Source: an optimization exercise on an open RTL-to-GDS flow (aim: small area). Production flows keep margins and buffers that such runs may drop.
Function was checked by simulation only, so behaviour that the tests miss may differ from the original.
Power is estimated from default activity; no workload was simulated.

==> flow/design.v (excerpt) <==
module uart_alu_top #(
  parameter int PRESCALE   = 33,
  parameter int DATA_WIDTH = 8
) (
  input  logic clk,
  input  logic rst,
  input  logic rxd,
  output logic txd
);
Size: roughly 300 cells after synthesis, about 4 I/O pins, about 3400 µm² of cells after synthesis.
Settings: LEC_CHECK=0, CAP_MARGIN=20, CORE_MARGIN=2, CORE_UTILIZATION=70, SLEW_MARGIN=20; clock period 10.0 ns.
standard.sh (not shown) runs the stock make flow with config.mk's settings and CLKGATE_MAP_FILE= SYNTH_SCRIPT=/design/flow/synth_recipe.tcl, a recipe that flattens the netlist after the stock synthesis.
==> flow/flow/run.sh <==
#!/bin/bash
set -uo pipefail
WD=$(pwd)
RES=$WD/orfs/results/${FLOW_PLATFORM}/uart_alu_top/base
LIB=$FLOW_HOME/platforms/${FLOW_PLATFORM}/lib/sky130_fd_sc_hd__tt_025C_1v80.lib
YOSYS=$(command -v yosys || echo "$FLOW_HOME/../tools/install/yosys/bin/yosys")

# 1. standard synthesis only
bash standard.sh "$RES/1_2_yosys.v" > standard_synth.log 2>&1 || exit 1
cp "$RES/1_2_yosys.v" synth_standard.v

# 2. area re-map of the combinational logic, four seeds in parallel
nregs() { grep -cE '^ *sky130_fd_sc_hd__(e|s|se)?df' "$1"; }
for s in 1 2 3 4; do
  sed -e "s#@SEED@#$s#g" flow/area.abc > area_$s.abc
  sed -e "s#@LIB@#$LIB#g" -e "s#@IN@#$WD/synth_standard.v#g" -e "s#@OUT@#$WD/synth_remap_$s.v#g" \
      -e "s#@ABC@#$WD/area_$s.abc#g" -e "s#@TOP@#$FLOW_TOP#g" flow/remap.ys > remap_$s.ys
  "$YOSYS" -l remap_$s.log -s remap_$s.ys > /dev/null 2>&1 &
done
wait
best=""; best_area=""
for s in 1 2 3 4; do
  area=$(grep -oP "Chip area for module .*: \K[0-9.]+" remap_$s.log | tail -1)
  [[ -s synth_remap_$s.v && -n "$area" ]] || continue
  [[ $(nregs synth_remap_$s.v) -eq $(nregs synth_standard.v) ]] || continue
  if [[ -z "$best" ]] || awk "BEGIN{exit !($area < $best_area)}"; then best=$s; best_area=$area; fi
done
echo "seed ${best:-none} area ${best_area:-none}" > remap_choice.txt
if [[ -n "$best" ]]; then
  cp synth_remap_$best.v "$RES/1_2_yosys.v"
  touch "$RES/1_2_yosys.v"
fi

# 3. the rest of the standard flow, with a lighter clock tree and small port buffers
export BUFFER_PORTS_ARGS="-inputs -outputs -buffer_cell sky130_fd_sc_hd__buf_1"
export CTS_ARGS="-sink_clustering_enable -repair_clock_nets -buf_list sky130_fd_sc_hd__clkbuf_4 -dont_use_dummy_load"
bash standard.sh > standard.log 2>&1
==> flow/flow/area.abc <==
strash
&get -n
&st
&deepsyn -T 30 -S @SEED@
&nf -a -R 3000
&put
==> flow/flow/remap.ys <==
# Re-map the combinational cells of the standard synthesis netlist for area.
# Sequential cells are black boxes, so registers pass through untouched.
read_liberty -ignore_miss_func @LIB@
blackbox =*__df* =*__edf* =*__sdf* =*__sedf* =*__dl* =*__sdl* =*lpflow*
read_verilog @IN@
hierarchy -top @TOP@
flatten
opt_clean -purge
abc -liberty @LIB@ -script @ABC@ -dont_use sky130_fd_sc_hd__probe_p_8 -dont_use sky130_fd_sc_hd__probec_p_8 -dont_use *lpflow*
opt_clean -purge
hierarchy -top @TOP@
delete =sky130_fd_sc_hd__*
rename -hide w:*.*
opt_clean -purge
stat -liberty @LIB@
write_verilog -noattr -nohex -nodec @OUT@
Rerun with:
--- a/flow/design.v
+++ b/flow/design.v
@@ -98,29 +98,22 @@
   logic       fe, fa, fm;
   localparam logic [1:0] C_NONE = 2'd0, C_ECHO = 2'd1, C_ADD = 2'd2, C_MUL = 2'd3;
   assign fe = (cls == C_ECHO);
   assign fa = (cls == C_ADD);
   assign fm = (cls == C_MUL);
   logic [1:0] idx;          
   logic       mul;          
   logic       bk;           
   logic       cy, brw;
   localparam logic [7:0] K_ECHO = 8'hEC, K_ADD = 8'hAD, K_MUL = 8'h88;
-  logic kbit;    
-  always_comb begin
-    unique case (cls)
-      C_ECHO:  kbit = K_ECHO[ph[2:0]];
-      C_ADD:   kbit = K_ADD[ph[2:0]];
-      C_MUL:   kbit = K_MUL[ph[2:0]];
-      default: kbit = !b[0];
-    endcase
-  end
+  logic [7:0] rbyte;
+  assign rbyte = b[39:32];
   logic op_pass, rsv_pass, llo_pass, lhi_pass, pay_pass, dec2;
   assign op_pass  = bp && (pst == P_HDR) && (idx == 2'd0);
   assign rsv_pass = bp && (pst == P_HDR) && (idx == 2'd1);
   assign llo_pass = bp && (pst == P_HDR) && (idx == 2'd2);
   assign lhi_pass = bp && (pst == P_HDR) && (idx == 2'd3);
   assign pay_pass = bp && (pst == P_PAY);
   assign dec2     = bp2;    
   logic lval, dsub, diff_a, bout_a, diff_b, bout_b;
   assign lval   = (lhi_pass && ph[3]) ? b[36] : a[0];
   assign dsub   = (ph[3:0] == 4'd0) || (lhi_pass && ph[3:0] == 4'd2);
@@ -128,21 +121,21 @@
   assign bout_a = (!lval && (dsub || brw)) || (dsub && brw);
   assign diff_b = b[0] ^ brw;
   assign bout_b = !b[0] && brw;
   logic y, sum;
   always_comb begin
     if (pay_pass && fa) y = (ph[4:3] == idx) && r_bit;
     else if (mul)       y = bk && b[0];
     else                y = 1'b0;
   end
   assign sum = a[0] ^ y ^ cy;
-  localparam logic [3:0] TX_IDLE = 4'd0, TX_IDLEP = 4'd1, TX_STOP = 4'd2, TX_STOPP = 4'd3,
+  localparam logic [3:0] TX_IDLE = 4'd0, TX_IDLEP = 4'd1,
                          TX_MUL1 = 4'd4, TX_MUL2 = 4'd5, TX_START = 4'd6;
   logic [3:0] tx_st;
   logic       txq;
   logic       tx_tick, req_res, req, tx_shift;
   assign tx_tick  = pend && h && (c3 == 2'd2);
   assign mul      = (tx_st[3:1] == 3'b010);
   assign req_res  = (pst == P_RES);
   assign req      = req_res;
   assign tx_shift = !h && (c3 == 2'd0) && tx_st[3];
   assign txd      = txq;
@@ -173,73 +166,74 @@
       else if (mul)                    b_in = (ph[4:0] != 5'd0) && db;
       else                             b_in = b[0];
     end
   end
   always_ff @(posedge clk) begin
     cy <= hi ? 1'b0 : (a[0] & y) | (a[0] & cy) | (y & cy);
     if (hi && (lhi_pass || pay_pass))  brw <= bout_a;
     else if (hi && ph[3] && dec2)      brw <= bout_b;
     else if (!bp && !bp2)              brw <= 1'b0;
     if (pend) bk <= b[33];
-    if (op_pass && hi && !ph[3]) begin
-      if (ph[2:0] == 3'd0)                      cls <= b[0] ? C_ADD : C_ECHO;
-      else if (ph[2:0] == 3'd2 && cls == C_ECHO) cls <= b[0] ? C_ECHO : C_MUL;
-      else if (b[0] != kbit)                    cls <= C_NONE;
+    if (op_pass && ph == 6'd0) begin
+      if (rbyte == K_ECHO)     cls <= C_ECHO;
+      else if (rbyte == K_ADD) cls <= C_ADD;
+      else if (rbyte == K_MUL) cls <= C_MUL;
+      else                     cls <= C_NONE;
     end
   end
   always_ff @(posedge clk) begin
     if (rst) begin
       pst   <= P_HDR;
       idx   <= 2'd0;
       tx_st <= TX_IDLE;
       txq   <= 1'b1;
     end else begin
       if (pend) begin
         if (pay_pass && fm) tx_st <= TX_MUL1;
-        else if (pay_pass && fe) tx_st <= tx_st | TX_IDLEP;    
+        else if (pay_pass && fe) tx_st <= TX_IDLEP;
         else if (mul && c3 == 2'd0 && h != rx_ph) tx_st <= (tx_st == TX_MUL1) ? TX_MUL2 : TX_IDLE;
         if (bp2) begin
           if (pst == P_HDR) begin
             idx <= idx + 2'd1;
             if (idx == 2'd3) pst <= bout_b ? ((fa || fm) ? P_RES : P_HDR) : P_PAY;
           end else if (pst == P_PAY) begin
             if (bout_b) begin
               idx <= 2'd0;
               pst <= (fa || fm) ? P_RES : P_HDR;
             end else begin
               idx <= idx + 2'd1;
             end
           end
         end
       end
       if (tx_tick) begin
         unique case (tx_st)
-          TX_IDLE, TX_STOP, TX_IDLEP, TX_STOPP: begin
+          TX_IDLE, TX_IDLEP: begin
             if (req || tx_st[0]) begin
               txq   <= 1'b0;
               tx_st <= TX_START;
               if (req_res) begin
                 idx <= idx + 2'd1;
                 if (idx == 2'd3) pst <= P_HDR;
               end
             end else begin
               tx_st <= TX_IDLE;
             end
           end
           TX_MUL1, TX_MUL2: ;
           TX_START: begin
             txq   <= a[1];
             tx_st <= 4'd8;
           end
           4'd15: begin
             txq   <= 1'b1;
-            tx_st <= TX_STOP;
+            tx_st <= TX_IDLE;
           end
           default: begin
             txq   <= a[1];
             tx_st <= tx_st + 4'd1;
           end
         endcase
       end
     end
   end
 endmodule
=> The changed run completed with no timing, DRC or antenna violations; register-to-register slack is better by 0.14 ns; worst setup slack gets better by 0.059 ns; routed wire length rises slightly; final cell count decreases by a few percent; power drops slightly; die area shrinks slightly; clock power stays flat; global-route usage shrinks by 0.37 points; count of clock-buffer cells in the layout is unchanged; area after synthesis is lower slightly; critical path depth drops by 9; sequential share of layout area rises by 0.34 points; non-clock buffer count stays the same.

-- re-timing with driven ports --
No port has a modelled driver above. Below, the same layouts with a new extraction and two added sets of constraints. Step 1, drivers: a clkbuf_16 drives clk and a buf_2 each remaining input, both assumed. Step 2 times the ports against the registers' clock, not the clock port: input delays grow and output delays shrink by t, the midpoint of the rising clock arrivals with the driver on. a / b / c = no drivers / after step 1 / after step 2; a / b = the first two.
| run | t, ns | setup WS [ns] | worst hold slack (ns) | worst setup path at the end | cell pins on the clock port's net |
|---|---|---|---|---|---|
| the first run | 0.497 | 6.980 / 6.980 / 6.591 | 0.302 / 0.302 / 0.302 | input to register | 1 |
| the second run | 0.494 | 7.039 / 7.011 / 7.057 | 0.312 / 0.312 / 0.312 | input to register | 1 |
After both steps setup and hold are still met in every run listed. The setup slack of the first run, which loses most, moves by 0.000 ns with the drivers and by -0.389 ns with both steps.
